Background: an optimization exercise with open tools, aiming at a short achievable clock period. Do not read the settings as production practice. The RTL was checked by simulation tests, not by an equivalence proof against the original design. Power and IR drop assume default switching activity.

==> branch nickel: inputs <==
Design icmp_tx_top, start of the top module:
module icmp_tx_top #(
    parameter logic [47:0] board_mac = 48'h00_11_22_33_44_55,
    parameter logic [31:0]  board_ip  = {8'd192, 8'd168, 8'd1, 8'd123}
) (
    input  logic        clk,
    input  logic        rst_n,
    input  logic        start,
    input  logic [47:0] req_dest_mac,
    input  logic [31:0] req_dest_ip,
    input  logic [15:0] req_icmp_id,
    input  logic [15:0] req_icmp_seq,
    input  logic [15:0] req_payload_len,
    input  logic [31:0] req_payload_sum,
    input  logic [7:0]  payload_data,
    output logic        busy,
    output logic        payload_rd,
    output logic        gmii_tx_en,
    output logic [7:0]  gmii_txd,
    output logic        tx_done
);
Settings: LEC_CHECK=0, ABC_CLOCK_PERIOD_IN_PS=2300, CAP_MARGIN=20, CORE_MARGIN=2, CORE_UTILIZATION=40, PLACE_DENSITY=0.6, SETUP_SLACK_MARGIN=2.9, SLEW_MARGIN=20, SYNTH_HIERARCHICAL=1; clock period 5.2 ns.
run.sh (not shown) runs the stock make flow with config.mk's settings and CLKGATE_MAP_FILE= SYNTH_SCRIPT=/design/flow/synth_recipe.tcl, a recipe that flattens the netlist after the stock synthesis.
==> inputs of branch onyx, as changes to branch nickel <==
--- a/flow/design.v
+++ b/flow/design.v
@@ -101,12 +101,13 @@
     output logic [15:0]              icmp_id,
     output logic [15:0]              icmp_seq,
     output logic [15:0]              total_len_o,
     output logic [15:0]              ip_id_o,
     output logic [15:0]              ip_csum_o,
     output logic [15:0]              icmp_csum_o,
+    output logic                     hdr_soon2,    
     output logic                     hdr_soon,     
     output logic                     hdr_valid,
     output logic                     len_nz,
     output logic [15:0]              len_m1
 );
     localparam logic [7:0] IP_VER_IHL = 8'h45;   
@@ -115,17 +116,19 @@
                                      + 18'(board_ip[31:16]) + 18'(board_ip[15:0]);
     icmp_tx_pkg::tx_request_t req_q;
     logic        busy_q;
     logic        v1, v2, v3;
     logic        accept;
     logic [15:0] ip_id;       
+    logic        id_lo_ff;    
     logic [15:0] total_len;
     logic [8:0]  tl_lo;
     logic [8:0]  lm1_lo;
     logic [8:0]  ip_a_h, ip_a_l;
-    logic [10:0] ip_b_h, ip_b_l, ip_c_h, ip_c_l;
+    logic [9:0]  ip_b_h, ip_b_l;
+    logic [10:0] ip_c_h, ip_c_l, ip_d_h, ip_d_l;
     logic [10:0] ip_s_hi;
     logic [7:0]  ip_s_lo;
     logic [8:0]  ip_f_lo, ip_f_hi, ip_g_lo;
     logic [15:0] ip_csum;
     logic [8:0]  ic_a_h, ic_a_l, ic_p_h, ic_p_l;
     logic [9:0]  ic_c_h, ic_c_l;
@@ -140,20 +143,25 @@
             busy_q    <= 1'b0;
             v1        <= 1'b0;
             v2        <= 1'b0;
             v3        <= 1'b0;
             hdr_valid <= 1'b0;
             ip_id     <= '0;
+            id_lo_ff  <= 1'b0;
         end else begin
             busy_q    <= accept | (busy_q & ~frame_end);
             v1        <= accept;
             v2        <= v1;
             v3        <= v2;
             hdr_valid <= v3;
-            if (accept)
-                ip_id <= ip_id + 16'd1;   
+            if (accept) begin
+                ip_id[7:0] <= ip_id[7:0] + 8'd1;
+                id_lo_ff   <= (ip_id[7:0] == 8'hfe);
+                if (id_lo_ff)
+                    ip_id[15:8] <= ip_id[15:8] + 8'd1;
+            end
         end
     end
     always_ff @(posedge clk) begin
         if (!busy_q)
             req_q <= req;
     end
@@ -162,18 +170,20 @@
         total_len <= {req_q.payload_len[15:8] + 8'(tl_lo[8]), tl_lo[7:0]};
         lm1_lo    <= 9'(req_q.payload_len[7:0]) - 9'd1;
         len_m1    <= {req_q.payload_len[15:8] - 8'(lm1_lo[8]), lm1_lo[7:0]};
         len_nz    <= (req_q.payload_len != '0);
         ip_a_h    <= 9'(req_q.dest_ip[31:24]) + 9'(req_q.dest_ip[15:8]);
         ip_a_l    <= 9'(req_q.dest_ip[23:16]) + 9'(req_q.dest_ip[7:0]);
-        ip_b_h    <= 11'(ip_a_h) + 11'(ip_id[15:8]) + 11'(IP_CONST[16:8]);
-        ip_b_l    <= 11'(ip_a_l) + 11'(ip_id[7:0]) + 11'(IP_CONST[7:0]);
-        ip_c_h    <= ip_b_h + 11'(total_len[15:8]);
-        ip_c_l    <= ip_b_l + 11'(total_len[7:0]);
-        ip_s_lo   <= ip_c_l[7:0];
-        ip_s_hi   <= ip_c_h + 11'(ip_c_l[10:8]);
+        ip_b_h    <= 10'(ip_a_h) + 10'(ip_id[15:8]);
+        ip_b_l    <= 10'(ip_a_l) + 10'(ip_id[7:0]);
+        ip_c_h    <= 11'(ip_b_h) + 11'(total_len[15:8]);
+        ip_c_l    <= 11'(ip_b_l) + 11'(total_len[7:0]);
+        ip_d_h    <= ip_c_h + 11'(IP_CONST[16:8]);
+        ip_d_l    <= ip_c_l + 11'(IP_CONST[7:0]);
+        ip_s_lo   <= ip_d_l[7:0];
+        ip_s_hi   <= ip_d_h + 11'(ip_d_l[10:8]);
         ip_f_lo   <= 9'(ip_s_lo) + 9'(ip_s_hi[10:8]);
         ip_f_hi   <= 9'(ip_s_hi[7:0]) + 9'(ip_f_lo[8]);
         ip_g_lo   <= 9'(ip_f_lo[7:0]) + 9'(ip_f_hi[8]);
         ip_csum   <= ~{ip_f_hi[7:0] + 8'(ip_g_lo[8]), ip_g_lo[7:0]};
         ic_a_h    <= 9'(req_q.icmp_id[15:8]) + 9'(req_q.icmp_seq[15:8]);
         ic_a_l    <= 9'(req_q.icmp_id[7:0]) + 9'(req_q.icmp_seq[7:0]);
@@ -185,13 +195,14 @@
         ic_s_hi   <= ic_c_h + 10'(ic_c_l[9:8]);
         ic_f_lo   <= 9'(ic_s_lo) + 9'(ic_s_hi[9:8]);
         ic_f_hi   <= 9'(ic_s_hi[7:0]) + 9'(ic_f_lo[8]);
         ic_g_lo   <= 9'(ic_f_lo[7:0]) + 9'(ic_f_hi[8]);
         icmp_csum <= ~{ic_f_hi[7:0] + 8'(ic_g_lo[8]), ic_g_lo[7:0]};
     end
-    assign hdr_soon = v3;
+    assign hdr_soon2 = v2;
+    assign hdr_soon  = v3;
     assign dest_mac    = req_q.dest_mac;
     assign dest_ip     = req_q.dest_ip;
     assign icmp_id     = req_q.icmp_id;
     assign icmp_seq    = req_q.icmp_seq;
     assign total_len_o = total_len;
     assign ip_id_o     = ip_id;
@@ -209,32 +220,34 @@
     input  logic [15:0]      icmp_id,
     input  logic [15:0]      icmp_seq,
     input  logic [15:0]      total_len,
     input  logic [15:0]      ip_id,
     input  logic [15:0]      ip_csum,
     input  logic [15:0]      icmp_csum,
+    input  logic             hdr_soon2,   
     input  logic             hdr_soon,
     input  logic             hdr_valid,
     input  logic             len_nz,
     input  logic [15:0]      len_m1,
     input  logic [31:0]      crc_value,
     input  logic [31:0]      crc_next,
     output logic             payload_rd,
     output logic             gmii_tx_en,
-    output logic [7:0]       byte_n_d,    
+    output logic [7:0]       byte_d,      
     output logic             crc_upd,
     output logic             crc_shift,
     output logic [7:0]       hdr_next,
     output logic             frame_end,
     output logic             tx_done
 );
     localparam logic [7:0] IP_VER_IHL = 8'h45;   
     logic [50*8-1:0] hdr_img;    
     logic [49:0]     tok;        
     logic [7:0]      hdr_q;      
-    logic [7:0]      hdr_d;
+    logic [7:0]      hdr_a_d, hdr_b_d;
+    logic [7:0]      hdr_a, hdr_b;   
     logic [6:0]      pos;        
     logic            en_q;       
     logic            hc_q;       
     logic            data_q;     
     logic            ge67_q;     
     logic            rd_q;       
@@ -256,20 +269,26 @@
                       eth_frame_pkg::IP_TTL, eth_frame_pkg::IP_PROTO_ICMP, ip_csum,
                       board_ip,
                       dest_ip,
                       eth_frame_pkg::ICMP_ECHO_REPLY, 8'h00, icmp_csum,
                       icmp_id, icmp_seq};
     always_comb begin
-        hdr_d = ({8{hdr_soon}} & hdr_img[49*8 +: 8]) | ({8{hdr_valid}} & hdr_img[48*8 +: 8]);
-        for (int k = 0; k < 48; k++)
-            hdr_d = hdr_d | ({8{tok[k]}} & hdr_img[(47-k)*8 +: 8]);
+        hdr_a_d = ({8{hdr_soon2}} & hdr_img[49*8 +: 8]) | ({8{hdr_soon}} & hdr_img[48*8 +: 8])
+                | ({8{hdr_valid}} & hdr_img[47*8 +: 8]);
+        for (int k = 0; k < 23; k++)
+            hdr_a_d = hdr_a_d | ({8{tok[k]}} & hdr_img[(46-k)*8 +: 8]);
+        hdr_b_d = '0;
+        for (int k = 23; k < 47; k++)
+            hdr_b_d = hdr_b_d | ({8{tok[k]}} & hdr_img[(46-k)*8 +: 8]);
     end
     always_ff @(posedge clk or negedge rst_n) begin
         if (!rst_n) begin
             tok     <= '0;
             hdr_q   <= '0;
+            hdr_a   <= '0;
+            hdr_b   <= '0;
             pos     <= '0;
             en_q    <= 1'b0;
             hc_q    <= 1'b0;
             data_q  <= 1'b0;
             ge67_q  <= 1'b0;
             rd_q    <= 1'b0;
@@ -281,13 +300,15 @@
             fcs_cnt <= '0;
             done_q  <= 1'b0;
         end else begin
             fcs_q   <= fcs_next;
             fcs_cnt <= {fcs_cnt[2:0], last_data};
             done_q  <= fcs_cnt[3];
-            hdr_q   <= hdr_d;
+            hdr_a   <= hdr_a_d;
+            hdr_b   <= hdr_b_d;
+            hdr_q   <= hdr_a | hdr_b;
             tok     <= {tok[48:0], hdr_valid};
             if (hdr_valid) begin
                 pos    <= '0;
                 en_q   <= 1'b1;
                 hc_q   <= 1'b0;
                 data_q <= 1'b0;
@@ -328,38 +349,49 @@
             end
         end
     end
     assign hdr_next   = hdr_q;
     assign gmii_tx_en = en_q;
     assign payload_rd = rd_q;
-    assign byte_n_d   = ~(hdr_q | ({8{fcs_next}} & ~crc_next[7:0]));
+    assign byte_d     = hdr_q | ({8{fcs_next}} & ~crc_next[7:0]);
     assign crc_upd    = hc_q | data_q;
     assign crc_shift  = fcs_q;
     assign frame_end  = fcs_cnt[3];
     assign tx_done    = done_q;
 endmodule
 module gmii_out_lane (
     input  logic clk,
     input  logic rst_n,
     input  logic rd,         
-    input  logic byte_n_d,
+    input  logic byte_d,
     input  logic pd,
     output logic txd
 );
     logic pay_q;
+    logic byte_q;
     logic byte_n;
+    logic pay_n;
     always_ff @(posedge clk or negedge rst_n) begin
         if (!rst_n) begin
             pay_q  <= 1'b0;
-            byte_n <= 1'b1;
+            byte_q <= 1'b0;
         end else begin
             pay_q  <= rd;
-            byte_n <= byte_n_d;
+            byte_q <= byte_d;
         end
     end
-    assign txd = ~(~(pay_q & pd) & byte_n);
+    assign byte_n = ~byte_q;
+    nand2_gate pay_nand (.a(pay_q), .b(pd), .y(pay_n));
+    nand2_gate out_nand (.a(pay_n), .b(byte_n), .y(txd));
+endmodule
+module nand2_gate (
+    input  logic a,
+    input  logic b,
+    output logic y
+);
+    assign y = ~(a & b);
 endmodule
 module icmp_tx_top #(
     parameter logic [47:0] board_mac = 48'h00_11_22_33_44_55,
     parameter logic [31:0]  board_ip  = {8'd192, 8'd168, 8'd1, 8'd123}
 ) (
     input  logic        clk,
@@ -385,19 +417,20 @@
     logic [15:0] h_icmp_seq;
     logic [15:0] h_total_len;
     logic [15:0] h_ip_id;
     logic [15:0] h_ip_csum;
     logic [15:0] h_icmp_csum;
     logic        hdr_valid;
+    logic        hdr_soon2;
     logic        hdr_soon;
     logic        len_nz;
     logic [15:0] len_m1;
     logic        frame_end;
     logic        crc_upd;
     logic [7:0]  pay_byte;
-    logic [7:0]  byte_n_d;
+    logic [7:0]  byte_d;
     logic        crc_shift;
     logic [7:0]  hdr_next;
     logic [31:0] crc_value;
     logic [31:0] crc_next;
     assign req.dest_mac    = req_dest_mac;
     assign req.dest_ip     = req_dest_ip;
@@ -420,12 +453,13 @@
         .icmp_id    (h_icmp_id),
         .icmp_seq   (h_icmp_seq),
         .total_len_o(h_total_len),
         .ip_id_o    (h_ip_id),
         .ip_csum_o  (h_ip_csum),
         .icmp_csum_o(h_icmp_csum),
+        .hdr_soon2  (hdr_soon2),
         .hdr_soon   (hdr_soon),
         .hdr_valid  (hdr_valid),
         .len_nz     (len_nz),
         .len_m1     (len_m1)
     );
     gmii_frame_sequencer #(
@@ -439,21 +473,22 @@
         .icmp_id      (h_icmp_id),
         .icmp_seq     (h_icmp_seq),
         .total_len    (h_total_len),
         .ip_id        (h_ip_id),
         .ip_csum      (h_ip_csum),
         .icmp_csum    (h_icmp_csum),
+        .hdr_soon2    (hdr_soon2),
         .hdr_soon     (hdr_soon),
         .hdr_valid    (hdr_valid),
         .len_nz       (len_nz),
         .len_m1       (len_m1),
         .crc_value    (crc_value),
         .crc_next     (crc_next),
         .payload_rd   (payload_rd),
         .gmii_tx_en   (gmii_tx_en),
-        .byte_n_d     (byte_n_d),
+        .byte_d       (byte_d),
         .crc_upd      (crc_upd),
         .crc_shift    (crc_shift),
         .hdr_next     (hdr_next),
         .frame_end    (frame_end),
         .tx_done      (tx_done)
     );
@@ -465,69 +500,69 @@
         .pay_byte     (pay_byte)
     );
     gmii_out_lane lane0 (
         .clk      (clk),
         .rst_n    (rst_n),
         .rd       (payload_rd),
-        .byte_n_d (byte_n_d[0]),
+        .byte_d   (byte_d[0]),
         .pd       (payload_data[0]),
         .txd      (gmii_txd[0])
     );
     gmii_out_lane lane1 (
         .clk      (clk),
         .rst_n    (rst_n),
         .rd       (payload_rd),
-        .byte_n_d (byte_n_d[1]),
+        .byte_d   (byte_d[1]),
         .pd       (payload_data[1]),
         .txd      (gmii_txd[1])
     );
     gmii_out_lane lane2 (
         .clk      (clk),
         .rst_n    (rst_n),
         .rd       (payload_rd),
-        .byte_n_d (byte_n_d[2]),
+        .byte_d   (byte_d[2]),
         .pd       (payload_data[2]),
         .txd      (gmii_txd[2])
     );
     gmii_out_lane lane3 (
         .clk      (clk),
         .rst_n    (rst_n),
         .rd       (payload_rd),
-        .byte_n_d (byte_n_d[3]),
+        .byte_d   (byte_d[3]),
         .pd       (payload_data[3]),
         .txd      (gmii_txd[3])
     );
     gmii_out_lane lane4 (
         .clk      (clk),
         .rst_n    (rst_n),
         .rd       (payload_rd),
-        .byte_n_d (byte_n_d[4]),
+        .byte_d   (byte_d[4]),
         .pd       (payload_data[4]),
         .txd      (gmii_txd[4])
     );
     gmii_out_lane lane5 (
         .clk      (clk),
         .rst_n    (rst_n),
         .rd       (payload_rd),
-        .byte_n_d (byte_n_d[5]),
+        .byte_d   (byte_d[5]),
         .pd       (payload_data[5]),
         .txd      (gmii_txd[5])
     );
     gmii_out_lane lane6 (
         .clk      (clk),
         .rst_n    (rst_n),
         .rd       (payload_rd),
-        .byte_n_d (byte_n_d[6]),
+        .byte_d   (byte_d[6]),
         .pd       (payload_data[6]),
         .txd      (gmii_txd[6])
     );
     gmii_out_lane lane7 (
         .clk      (clk),
         .rst_n    (rst_n),
         .rd       (payload_rd),
-        .byte_n_d (byte_n_d[7]),
+        .byte_d   (byte_d[7]),
         .pd       (payload_data[7]),
         .txd      (gmii_txd[7])
     );
     eth_crc32 crc0 (
         .clk       (clk),
         .crc_upd   (crc_upd),
- ABC_CLOCK_PERIOD_IN_PS: 2300 -> 2000
- SETUP_SLACK_MARGIN: 2.9 -> 3.2
==> qor summary <==
|  | branch nickel | branch onyx |
|---|---|---|
| Critical Path Sink | gmii_txd[7] | gmii_txd[5] |
| Global Route Usage Sum | 17.90% | 17.32% |
| Post-place setup slack | 1.948 ns | 1.842 ns |
| Portion of the layout cell area used by clock cells | 7.722% | 7.527% |
| Status | finished clean | finished clean |
| Net count after synthesis | 2,499 | 2,540 |
| Post CTS Setup Buffer Count | 6 | 42 |
| Multi-input logic area | 0.009926 mm2 | 0.01059 mm2 |
| Category of the critical setup timing path | register to primary output | input port to primary output |
| Total CTS buffers | 70 | 73 |
| Fraction of synthesized area in multiplexers | 0.1669% | 0.1612% |
| Floorplan die area | 0.06767 mm2 | 0.07000 mm2 |
| Vias per Instance | 4.951 | 4.958 |
| Simple-Gate Fraction of Synth Area | 8.444% | 8.504% |
| Met1 usage in global routing | 24.38% | 22.07% |
| Routed length per placed instance | 18.75 um | 18.38 um |
| Power dissipated by switching net loads | 0.003679 W | 0.002166 W |
| Routed wire length | 59.89 mm | 60.86 mm |
| Initial standard-cell utilization of the core | 40.56% | 40.44% |
| Met2 GRT Util | 28.49% | 29.17% |
| Stages on the worst setup path | 2 | 4 |
| Sequential share of the synthesized area | 57.56% | 58.60% |
| Count of unique library cells instantiated by Yosys | 70 | 76 |
| Overall power of the completed layout | 0.01368 W | 0.01081 W |

static timing again, ports no longer ideal:
The results above use ideal ports. As a check the final layouts listed here were re-extracted and re-timed, cells and wires unchanged.
Step 1 sets driving cells, clkbuf_16 on the clock port and buf_2 on the other inputs (assumed; they add their load-dependent delay and slew).
Step 2, shift: input delay + t, output delay - t, t = (earliest + latest rising clock arrival at the registers) / 2. This alone moves slack from input paths to output paths.
Three values: no drivers, after step 1, after step 2; two values: the first two.
| run | shift t [ns] | setup slack, ns | worst slew at a driven data input, ns |
|---|---|---|---|
| branch nickel | 0.659 | 2.703 / 2.642 / 2.388 | 0.09 |
| branch onyx | 0.661 | 2.814 / 2.772 / 2.451 | 0.07 |
After both steps every run listed still meets setup and hold. The setup slack of branch onyx, which loses most, moves by -0.042 ns with the drivers and by -0.363 ns with both steps.
